This is an optimization exercise on Yosys and OpenROAD, whose aim is small area and few clock cycles, not a production implementation. Function was checked by simulation only, so behaviour that the tests miss may differ from the original. No driver is modelled on the clock port, so clocking that relies on it looks cheaper here than on a real chip. No activity file was given, so power comes from the tool's default toggle rates.

== main ==
## rgb565_to_bmp24_stream_top
module rgb565_to_bmp24_stream_top (
    input  logic        i_clk,
    input  logic        i_rst_n,
    input  logic        i_cfg_we,
    input  logic [0:0]  i_cfg_idx,
    input  logic [12:0] i_cfg_data,
    input  logic        i_pixel_valid,
    output logic        o_pixel_ready,
    input  logic [15:0] i_pixel,
    output logic        o_byte_valid,
    input  logic        i_byte_ready,
    output logic [7:0]  o_out_byte,
    output logic        o_last_of_item,
    output logic        o_end_of_file
);
    logic [12:0] r_w, r_h, cfg_cl;
    logic        cfg_zero;
    assign cfg_zero = (i_cfg_data == 13'd0);
    assign cfg_cl   = {i_cfg_data[12], i_cfg_data[11:1] & {11{!i_cfg_data[12]}},
                       (i_cfg_data[0] & !i_cfg_data[12]) | cfg_zero};
    always_ff @(posedge i_clk) begin
        if (!i_rst_n) begin
            r_w <= 13'd320;
            r_h <= 13'd180;
        end else if (i_cfg_we) begin
            if (i_cfg_idx == 1'b0) r_w <= cfg_cl;
  ...
export LEC_CHECK = 0
export ABC_AREA = 1
export CAP_MARGIN = 20
export CORE_MARGIN = 2
export CORE_UTILIZATION = 40
export SLEW_MARGIN = 20
create_clock -name core_clock -period 12.0 [get_ports {i_clk}]
standard.sh (not shown) runs the stock make flow with config.mk's settings and CLKGATE_MAP_FILE= SYNTH_SCRIPT=/design/flow/synth_recipe.tcl, a recipe that flattens the netlist after the stock synthesis.
==> flow/flow/run.sh <==
#!/bin/bash
# Own layout flow: the standard flow, with three changes that only affect
# how cells are chosen:
#  - the synthesis is the standard one (synth_recipe.tcl) except that ABC maps
#    the combinational logic with an area-oriented script (flow/area.abc);
#    flip-flops are mapped before ABC runs, so they are untouched;
#  - port buffers are sky130_fd_sc_hd__buf_1 instead of the flow's default;
#  - CTS does not add dummy loads.
# Each step's full output goes to a log file in the work folder.
set -euo pipefail
W=$(pwd)

cat > "$W/area_synth.tcl" <<EOT
proc abc {args} {
  set i [lsearch -exact \$args -script]
  if {\$i >= 0} { lset args [expr {\$i + 1}] {$W/flow/area.abc} }
  yosys abc {*}\$args
}
source {$W/synth_recipe.tcl}
EOT

sed -e "s#SYNTH_SCRIPT=[^ ]*#SYNTH_SCRIPT=$W/area_synth.tcl#" \
    -e "s#CLKGATE_MAP_FILE= #CLKGATE_MAP_FILE= 'BUFFER_PORTS_ARGS=-buffer_cell sky130_fd_sc_hd__buf_1' 'CTS_ARGS=-sink_clustering_enable -repair_clock_nets -buf_list sky130_fd_sc_hd__clkbuf_8 -dont_use_dummy_load' #" \
    "$W/standard.sh" > "$W/own_standard.sh"

bash "$W/own_standard.sh" synth > "$W/log_synth.txt" 2>&1
bash "$W/own_standard.sh" > "$W/log_layout.txt" 2>&1
==> flow/flow/area.abc <==
strash
 &get -n
 &deepsyn -J 100
 &put
 dch -f
 amap
 mfs2
 strash
 &get -n
 &deepsyn -J 100
 &put
 &get -n
 &dch -f
 &nf -R 1000
 &put
Testbench counts of main, summed over its fixed seeds: cycles 21,454.
For the feature branch, these inputs were changed with respect to main:
==> flow/flow/area.abc <==
strash
 &get -n
 &dc2
 &dch -f
 &nf -R 1000
 &put
 mfs2
 strash
 &get -n
 &dch -f
 &nf -R 1000
 &put
diff --git a/flow/config.mk b/flow/config.mk
--- a/flow/config.mk
+++ b/flow/config.mk
@@ -11,0 +12 @@
+export CTS_BUF_LIST = sky130_fd_sc_hd__clkbuf_4
Notes after the runs:
- The feature branch gives less layout-stage area growth over the synthesis result than main did.
- The feature branch against main; total wire length is up by a few percent.
- [compare] base=main new=the feature branch: met1 usage now sits higher; initial core utilization now sits at about the same level.
- The run showing the smaller area after synthesis is main.
- The feature branch vs main, synthesized cell count went up by 65.
- Measured against each other, the feature branch and main differ in power after layout, the lower figure coming from main.
- The final worst-path cycle share in the feature branch sits 2.5 points above the value recorded for main.

---

== the previous run ==
The RTL this note starts from:
==> flow/design.v <==
package rgbb_pkg;
    localparam int MAX_DIM = 4096;
endpackage
module rgb565_to_bmp24_stream_top (
    input  logic        i_clk,
    input  logic        i_rst_n,
    input  logic        i_cfg_we,
    input  logic [0:0]  i_cfg_idx,
    input  logic [12:0] i_cfg_data,
    input  logic        i_pixel_valid,
    output logic        o_pixel_ready,
    input  logic [15:0] i_pixel,
    output logic        o_byte_valid,
    input  logic        i_byte_ready,
    output logic [7:0]  o_out_byte,
    output logic        o_last_of_item,
    output logic        o_end_of_file
);
    logic [11:0] r_wm, r_hm, cfg_cl;
    logic [12:0] r_w, r_h;
    assign cfg_cl = i_cfg_data[12] ? 12'd0 :
                    {i_cfg_data[11:1], i_cfg_data[0] | (i_cfg_data[11:1] == 11'd0)};
    assign r_w    = {r_wm == 12'd0, r_wm};
    assign r_h    = {r_hm == 12'd0, r_hm};
    always_ff @(posedge i_clk) begin
        if (!i_rst_n) begin
            r_wm <= 12'd320;
            r_hm <= 12'd180;
        end else if (i_cfg_we) begin
            if (i_cfg_idx == 1'b0) r_wm <= cfg_cl;
            else                   r_hm <= cfg_cl;
        end
    end
    logic        r_full;
    logic [5:0]  r_pos;
    logic [15:0] r_px;
    logic        row_end, file_end;
    logic [1:0]  pad;
    logic        last;
    logic        take, done, accept;
    assign row_end  = (&r_acc[23:13]) && !r_acc[12];
    assign file_end = row_end && (&r_acc[11:1]) && !r_acc[0];
    assign pad      = row_end ? r_w[1:0] : 2'd0;
    assign last     = r_pos[5] && r_pos[4] && r_pos[3] && (r_pos[2:0] == 3'd2 + {1'b0, pad});
    logic [23:0] r_acc;
    logic [3:0]  r_mcnt;
    logic        r_wbit;
    logic        r_bor;
    logic        mdone, mrestart, mfile;
    logic        a_i, r_i;
    logic [12:0] msum;
    logic [3:0]  mcnt_inc;
    assign mdone = r_mcnt[3] & r_mcnt[2];
    assign a_i    = r_acc[1] && !(r_mcnt == 4'd11);
    assign r_i    = r_wbit ^ a_i ^ r_bor;
    always_comb begin
        logic c;
        logic h;
        logic a;
        c = mdone;
        for (int i = 0; i < 12; i++) begin
            h       = r_i & !mdone & r_h[i];
            a       = (mdone && row_end) ? r_acc[i] : r_acc[12+i];
            msum[i] = a ^ h ^ c;
            c       = (a & h) | (c & (a ^ h));
        end
        msum[12] = c | (r_i & !mdone & r_h[12]);
    end
    assign mcnt_inc = {r_mcnt[3] ^ (r_mcnt[2] & r_mcnt[1] & r_mcnt[0]),
                       r_mcnt[2] ^ (r_mcnt[1] & r_mcnt[0]),
                       r_mcnt[1] ^ r_mcnt[0], !r_mcnt[0]};
    logic hdr_acc;
    assign hdr_acc = !r_pos[4] && !r_pos[3] && r_pos[2];
    assign o_byte_valid  = r_full && !(hdr_acc && !mdone);
    assign take          = o_byte_valid && i_byte_ready;
    assign done          = take && last;
    assign o_pixel_ready = !r_full || done;
    assign accept        = i_pixel_valid && o_pixel_ready;
    logic r_wpend;
    always_ff @(posedge i_clk) r_wpend <= !i_rst_n || (i_cfg_we && i_cfg_idx == 1'b0);
    assign mrestart = !i_rst_n || i_cfg_we || r_wpend || (done && file_end)
                   || (take && r_pos == 6'd7);
    assign mfile    = !(&r_pos[2:0]);
    always_ff @(posedge i_clk) begin
        if (mrestart) begin
            r_acc   <= {mfile ? 12'd13 : 12'd0, r_w[12:1]};
            r_mcnt  <= 4'd0;
            r_wbit  <= r_w[0];
            r_bor   <= 1'b0;
        end else if (!mdone) begin
            r_acc   <= {msum, r_acc[11:1]};
            r_mcnt  <= mcnt_inc;
            r_wbit  <= r_acc[0];
            r_bor   <= (!r_wbit && (a_i || r_bor)) || (a_i && r_bor);
        end else if (take && r_pos == 6'd39) begin
            r_acc <= {~r_w[11:0], ~r_h[11:0]};
        end else if (done && row_end) begin
            r_acc <= {~r_w[11:0], msum[11:0]};
        end else if (done) begin
            r_acc[23:12] <= msum[11:0];
        end
    end
    always_ff @(posedge i_clk) begin
        if (!i_rst_n) begin
            r_full  <= 1'b0;
        end else begin
            if (accept) r_full <= 1'b1;
            else if (done) r_full <= 1'b0;
        end
    end
    always_ff @(posedge i_clk) begin
        if (!i_rst_n)  r_pos <= 6'd2;
        else if (done) r_pos <= file_end ? 6'd2 : 6'd56;
        else if (take) r_pos <= r_pos + 6'd1;
    end
    always_ff @(posedge i_clk) begin
        if (accept) r_px <= i_pixel;
    end
    logic [4:0] ch5;
    logic [5:0] g;
    logic [2:0] fr5;
    logic [1:0] fr6;
    logic [7:0] pix_byte;
    assign ch5 = r_pos[1] ? r_px[15:11] : r_px[4:0];
    assign g   = r_px[10:5];
    always_comb begin
        case (ch5)
            5'd0, 5'd1, 5'd2, 5'd3, 5'd4:        fr5 = 3'd0;
            5'd5, 5'd6, 5'd7, 5'd8:              fr5 = 3'd1;
            5'd9, 5'd10, 5'd11, 5'd12, 5'd13:    fr5 = 3'd2;
            5'd14, 5'd15, 5'd16, 5'd17:          fr5 = 3'd3;
            5'd18, 5'd19, 5'd20, 5'd21, 5'd22:   fr5 = 3'd4;
            5'd23, 5'd24, 5'd25, 5'd26:          fr5 = 3'd5;
            5'd27, 5'd28, 5'd29, 5'd30:          fr5 = 3'd6;
            default:                             fr5 = 3'd7;
        endcase
    end
    always_comb begin
        if (g == 6'd63)                          fr6 = 2'd3;
        else if (g[5] && (g[4] || g[3] && (g[2] || g[1]))) fr6 = 2'd2;
        else if (g[5] || g[4] && (g[3] || g[2] && (g[1] || g[0]))) fr6 = 2'd1;
        else                                     fr6 = 2'd0;
    end
    assign pix_byte = r_pos[0] ? {g, fr6} : {ch5, fr5};
    logic [7:0] acc_byte;
    always_comb begin
        case (r_pos[1:0])
            2'd0:    acc_byte = {r_acc[5:0], !r_pos[5], 1'b0};
            2'd1:    acc_byte = r_acc[13:6];
            2'd2:    acc_byte = r_acc[21:14];
            default: acc_byte = {6'd0, r_acc[23:22]};
        endcase
    end
    always_comb begin
        case (r_pos)
            6'd2:  o_out_byte = 8'h42;
            6'd3:  o_out_byte = 8'h4D;
            6'd4, 6'd5, 6'd6, 6'd7, 6'd36, 6'd37, 6'd38, 6'd39: o_out_byte = acc_byte;
            6'd12: o_out_byte = 8'd54;
            6'd16: o_out_byte = 8'd40;
            6'd20: o_out_byte = r_w[7:0];
            6'd21: o_out_byte = {3'd0, r_w[12:8]};
            6'd24: o_out_byte = r_h[7:0];
            6'd25: o_out_byte = {3'd0, r_h[12:8]};
            6'd28: o_out_byte = 8'd1;
            6'd30: o_out_byte = 8'd24;
            6'd56, 6'd57, 6'd58: o_out_byte = pix_byte;
            default: o_out_byte = 8'd0;
        endcase
    end
    assign o_last_of_item = last;
    assign o_end_of_file  = last && file_end;
endmodule
==> flow/config.mk <==
export PLATFORM = sky130hd
export DESIGN_NAME = rgb565_to_bmp24_stream_top
export DESIGN_NICKNAME = rgb565_to_bmp24_stream_top
export VERILOG_FILES = /design/flow/design.v
export SDC_FILE = /design/flow/constraint.sdc
export NUM_CORES = 4
export LEC_CHECK = 0
export CAP_MARGIN = 20
export CORE_MARGIN = 2
export CORE_UTILIZATION = 40
export GPL_TIMING_DRIVEN = 0
export SLEW_MARGIN = 20
==> flow/constraint.sdc <==
create_clock -name core_clock -period 12.0 [get_ports {i_clk}]
set_input_delay 2.4000 -clock core_clock [delete_from_list [all_inputs] [get_ports {i_clk}]]
set_output_delay 2.4000 -clock core_clock [all_outputs]
set_load 0.01 [all_outputs]
==> flow/flow/run.sh <==
#!/bin/bash
# Own layout flow: the standard flow, with three changes that only affect
# how cells are chosen:
#  - the synthesis is the standard one (synth_recipe.tcl) except that ABC maps
#    the combinational logic with an area-oriented script (flow/area.abc);
#    flip-flops are mapped before ABC runs, so they are untouched;
#  - port buffers are sky130_fd_sc_hd__buf_1 instead of the flow's default;
#  - CTS builds the tree from clkbuf_4 without dummy loads, and a hook
#    (flow/clk_upsize.tcl) upsizes the buffers that drive more than 8 pins.
# Each step's full output goes to a log file in the work folder.
set -euo pipefail
W=$(pwd)

cat > "$W/area_synth.tcl" <<EOT
proc abc {args} {
  set i [lsearch -exact \$args -script]
  if {\$i >= 0} { lset args [expr {\$i + 1}] {$W/flow/area.abc} }
  yosys abc {*}\$args
}
source {$W/synth_recipe.tcl}
EOT

sed -e "s#SYNTH_SCRIPT=[^ ]*#SYNTH_SCRIPT=$W/area_synth.tcl#" \
    -e "s#CLKGATE_MAP_FILE= #CLKGATE_MAP_FILE= 'BUFFER_PORTS_ARGS=-buffer_cell sky130_fd_sc_hd__buf_1' 'CTS_ARGS=-sink_clustering_enable -repair_clock_nets -buf_list sky130_fd_sc_hd__clkbuf_4 -dont_use_dummy_load' 'POST_CTS_TCL=$W/flow/clk_upsize.tcl' #" \
    "$W/standard.sh" > "$W/own_standard.sh"

bash "$W/own_standard.sh" synth > "$W/log_synth.txt" 2>&1
bash "$W/own_standard.sh" > "$W/log_layout.txt" 2>&1
==> flow/flow/area.abc <==
strash
 &get -n
 &deepsyn -J 100
 &put
 dch -f
 amap
 mfs2
 strash
 &get -n
 &deepsyn -J 100
 &put
 &get -n
 &dch -f
 &nf -R 1000
 &put
==> flow/flow/clk_upsize.tcl <==
# Upsize clock tree buffers that drive more than 8 pins from clkbuf_4 to
# clkbuf_8, so that every flip-flop clock pin sees a sharp edge, then legalize
# the placement again.
set big [[ord::get_db] findMaster sky130_fd_sc_hd__clkbuf_8]
set n_up 0
foreach inst [[ord::get_db_block] getInsts] {
  if { [[$inst getMaster] getName] ne "sky130_fd_sc_hd__clkbuf_4" } { continue }
  set net [[$inst findITerm X] getNet]
  if { $net eq "NULL" } { continue }
  if { [llength [$net getITerms]] - 1 > 8 } {
    $inst swapMaster $big
    incr n_up
  }
}
puts "clk_upsize: upsized $n_up clock buffers"
if { $n_up > 0 } {
  detailed_placement
  check_placement -verbose
}
The previous run finished end to end and its layout was clean on timing, DRC and antenna.
Testbench counts of the previous run, summed over its fixed seeds: cycles 21,454.
The inputs of the current run differ from those of the previous run as listed below.
==> flow/flow/area.abc <==
strash
 &get -n
 &deepsyn -I 2 -J 200
 &put
 dch -f
 amap
 mfs2
 strash
 &get -n
 &deepsyn -I 2 -J 200
 &put
 &get -n
 &dch -f
 &nf -R 1000
 &put
Notes after the runs:
- Non-clock buffer share of cell area: the previous run vs the current run, no meaningful difference
- Summary of the current run over the previous run: cell count now sits lower; total power closely matched the old numbers; core box area lost 370 um2.
- [diff] area of the die, the current run relative to the previous run: improvement
- [compare] base=the previous run new=the current run: minimum setup slack in the final design has decreased; summed instance area of the synthesized netlist has decreased; met1 usage has increased.
- Comparing the current run and the previous run, the higher average cell area after synthesis was measured on the current run.

afterwards: timing with drivers on the ports:
How much do the figures lean on ideal ports? The routed layouts below were timed once more, with nothing changed but the port constraints. Step 1 (the two cells are an assumption about what drives the block):
set clk [get_ports {i_clk}]
set_driving_cell -lib_cell sky130_fd_sc_hd__clkbuf_16 $clk
set_driving_cell -lib_cell sky130_fd_sc_hd__buf_2 [delete_from_list [all_inputs] $clk]
Step 2 moves the port delays by t, midway between the first and last clock arrival at a register: inputs arrive t later, outputs are due t later. That takes back most of the time a late clock gives input paths. Slacks: ideal ports / drivers / drivers and shift; pairs: ideal ports / drivers.
run	t (ns)	setup slack, ns	worst setup path after step 2	worst register clock-pin slew, ns	worst slew at a driven data input, ns
main	0.386	5.439 / 5.439 / 5.439	register to register	0.09 / 0.09	0.03
the feature branch	0.409	5.133 / 5.133 / 5.133	register to register	0.09 / 0.09	0.03
the previous run	0.475	4.936 / 4.936 / 4.936	register to register	0.10 / 0.10	0.03
the current run	0.464	4.674 / 4.679 / 4.215	input to register	0.11 / 0.11	0.03
After both steps every run listed still meets setup and hold. For the current run, which loses most, drivers alone change the setup slack by +0.005 ns; drivers and shift together by -0.459 ns.
